This is an optimization exercise on Yosys and OpenROAD, whose aim is small area, a short achievable clock period and few clock cycles per item, not a production implementation. RTL that was checked went through simulation tests only; none was proved equivalent to the original. Power figures rest on the tool's default switching activity, not on a simulated workload.

JK:
## cpu6502_load_store_core
module cpu6502_load_store_core (
  input  wire           clk_i,
  input  wire           rst_ni,
  input  wire           in_valid_i,
  output logic          in_ready_o,
  input  wire  [1:0]    in_kind_i,
  input  wire  [7:0]    in_read_data_i,
  output logic          out_valid_o,
  input  wire           out_ready_i,
  output logic [15:0]   out_bus_address_o,
  output logic          out_bus_write_o,
  output logic [7:0]    out_write_data_o,
  output logic          out_at_boundary_o,
  output logic [3:0]    out_cycle_count_o,
  output logic          out_illegal_opcode_o,
  output logic [7:0]    out_reg_a_o,
  output logic [7:0]    out_reg_x_o,
  output logic [7:0]    out_reg_y_o,
  output logic [7:0]    out_reg_sp_o,
  output logic [7:0]    out_reg_status_o,
  output logic [15:0]   out_reg_pc_o
);
For scale: about 1000 cells after synthesis, roughly 100 I/O pins, about 8700 um2 of cells after synthesis.
Settings: LEC_CHECK=0, CAP_MARGIN=20, CORE_MARGIN=2, CORE_UTILIZATION=40, CTS_BUF_LIST=sky130_fd_sc_hd__clkbuf_8 sky130_fd_sc_hd__clkbuf_4, CTS_CLUSTER_DIAMETER=100, CTS_CLUSTER_SIZE=40, PLACE_DENSITY=0.6, SETUP_SLACK_MARGIN=2.5, SLEW_MARGIN=20, TNS_END_PERCENT=0; clock period 5.0 ns.
standard.sh (not shown) runs the stock make flow with config.mk's settings and CLKGATE_MAP_FILE= SYNTH_SCRIPT=/design/flow/synth_recipe.tcl, a recipe that flattens the netlist after the stock synthesis.
==> flow/flow/run.sh <==
#!/bin/bash
# The standard layout (the standard.sh, all steps), with the input and output port
# buffers made of plain buffers instead of the delay cells buffer_ports picks by default.
# Every tool's output goes to standard.log in this folder.
set -o pipefail
export BUFFER_PORTS_ARGS="-buffer_cell sky130_fd_sc_hd__buf_1"
bash standard.sh > standard.log 2>&1
Edits applied to the flow inputs when going from JK to MS:
- clearing CTS_CLUSTER_DIAMETER, which used to be 100
- clearing CTS_BUF_LIST, which used to be sky130_fd_sc_hd__clkbuf_8 sky130_fd_sc_hd__clkbuf_4
- clearing CTS_CLUSTER_SIZE, which used to be 40
- swapping 2.5 for 2.8 in SETUP_SLACK_MARGIN
==> comparison <==
- In MS the maximum single-stage delay on the critical path turned out 0.16 ns higher than in JK.
- Diff JK..MS | number of standard cells in the final layout excluding fillers | negligible
- In MS, design area is higher than in JK.
- Compared with JK, in MS final clock period utilization by the worst path increased by 0.50 points relative to the old numbers, first-pass iteration count of the detailed router shows an increase of 1.
Input-level comparison between AL and MS:
- a change of SETUP_SLACK_MARGIN from 2.8 to 2.5
- a deleted TNS_END_PERCENT that had been 0
==> flow/run.sh (new file) <==
#!/bin/bash
# synth_recipe.tcl (not shown) runs the flow's synth.tcl, then flattens the netlist and writes it again
# the make line also repeats each setting of config.mk as NAME=value (left out here)
make -C /OpenROAD-flow-scripts/flow DESIGN_CONFIG=/design/flow/config.mk WORK_HOME=/design/flow/orfs CLKGATE_MAP_FILE= SYNTH_SCRIPT=/design/flow/synth_recipe.tcl finish
removed: flow/flow/run.sh
removed: flow/standard.sh
Results
Looking at non-clock buffer count, AL sits 83 above MS.
Looking at group drawing the most power, the registers result is from MS; the combinational logic one comes from AL.
For the via density per instance, AL came in about 0.5% higher than MS did.
Total number of multi-input combinational cells: MS vs AL, no meaningful difference
No run of this note included a check of the RTL's function; only the layout flow was run.


Setup of the reference run:
Another version of the RTL of cpu6502_load_store_core (not shown whole).
For scale: ~120 flip-flops, about 100 I/O pins.
export LEC_CHECK = 0
export CAP_MARGIN = 5
export CORE_MARGIN = 2
export CORE_UTILIZATION = 40
export CTS_BUF_LIST = sky130_fd_sc_hd__clkbuf_8 sky130_fd_sc_hd__clkbuf_4
export CTS_CLUSTER_DIAMETER = 100
export CTS_CLUSTER_SIZE = 40
export PLACE_DENSITY = 0.6
export SETUP_SLACK_MARGIN = 2.5
export SLEW_MARGIN = 5
export TNS_END_PERCENT = 0
create_clock -name core_clock -period 5.0 [get_ports {clk_i}]
==> flow/flow/run.sh <==
#!/bin/bash
# The standard layout (the standard.sh, all steps), with the input and output port
# buffers made of plain buffers instead of the delay cells buffer_ports picks by default.
# Every tool's output goes to standard.log in this folder.
set -o pipefail
export BUFFER_PORTS_ARGS="-buffer_cell sky130_fd_sc_hd__buf_1"
bash standard.sh > standard.log 2>&1
The flow did not stop early for the reference run: all stages ran, and the layout cleared the timing, design-rule and antenna checks.
Testbench counts of the reference run, summed over its fixed seeds: cycles 32,008, beats 32,000.
diff inputs: the reference run => the trial run
# the reference run
export LEC_CHECK = 0
export CAP_MARGIN = 5
export CORE_MARGIN = 2
export CORE_UTILIZATION = 40
export CTS_BUF_LIST = sky130_fd_sc_hd__clkbuf_8 sky130_fd_sc_hd__clkbuf_4
export CTS_CLUSTER_DIAMETER = 100
export CTS_CLUSTER_SIZE = 40
export PLACE_DENSITY = 0.6
export SETUP_SLACK_MARGIN = 2.5
export SLEW_MARGIN = 5
export TNS_END_PERCENT = 0
create_clock -name core_clock -period 5.0 [get_ports {clk_i}]
# the trial run
export LEC_CHECK = 0
export CAP_MARGIN = 20
export CORE_MARGIN = 2
export CORE_UTILIZATION = 40
export CTS_BUF_LIST = sky130_fd_sc_hd__clkbuf_8 sky130_fd_sc_hd__clkbuf_4
export CTS_CLUSTER_DIAMETER = 100
export CTS_CLUSTER_SIZE = 40
export GPL_ROUTABILITY_DRIVEN = 0
export PLACE_DENSITY = 0.6
export SETUP_SLACK_MARGIN = 2.5
export SLEW_MARGIN = 20
export TNS_END_PERCENT = 0
create_clock -name core_clock -period 5.0 [get_ports {clk_i}]
==> summary.txt <==
[the trial run vs the reference run] HPWL after detailed placement: higher in the trial run. Met2 demand-to-capacity share in global routing | the trial run above the reference run. Diff the reference run -> the trial run: total power grew by 0.000023 W; initial core utilization held steady. Source of the critical timing path: in_read_data_i[5] -> the reference run, in_read_data_i[6] -> the trial run.

port drivers added, routing unchanged:
In the flow no input, the clock included, has a driving cell. The finished layouts below were timed again as built, in two steps. Step 1 (the two cells are an assumption about what drives the block):
set clk [get_ports {clk_i}]
set_driving_cell -lib_cell sky130_fd_sc_hd__clkbuf_16 $clk
set_driving_cell -lib_cell sky130_fd_sc_hd__buf_2 [delete_from_list [all_inputs] $clk]
Step 2 times the ports against the registers' clock, not the clock port: input delays grow and output delays shrink by t, the midpoint of the rising clock arrivals with the driver on. a / b / c = ideal / step 1 / step 2; a / b = the first two.
run	t (ns)	setup WS [ns]	worst data-port slew with drivers (ns)	cell pins on the clock port's net
JK	0.506	2.290 / 2.294 / 1.788	0.05	1
MS	0.474	2.265 / 2.273 / 1.799	0.05	1
AL	0.478	2.270 / 2.270 / 1.863	0.06	1
the reference run	0.501	2.369 / 2.389 / 1.888	0.03	1
the trial run	0.508	2.423 / 2.443 / 1.941	0.04	1
After both steps setup and hold are still met in every run listed. For JK, which loses most, drivers alone change the setup slack by +0.004 ns; drivers and shift together by -0.502 ns.
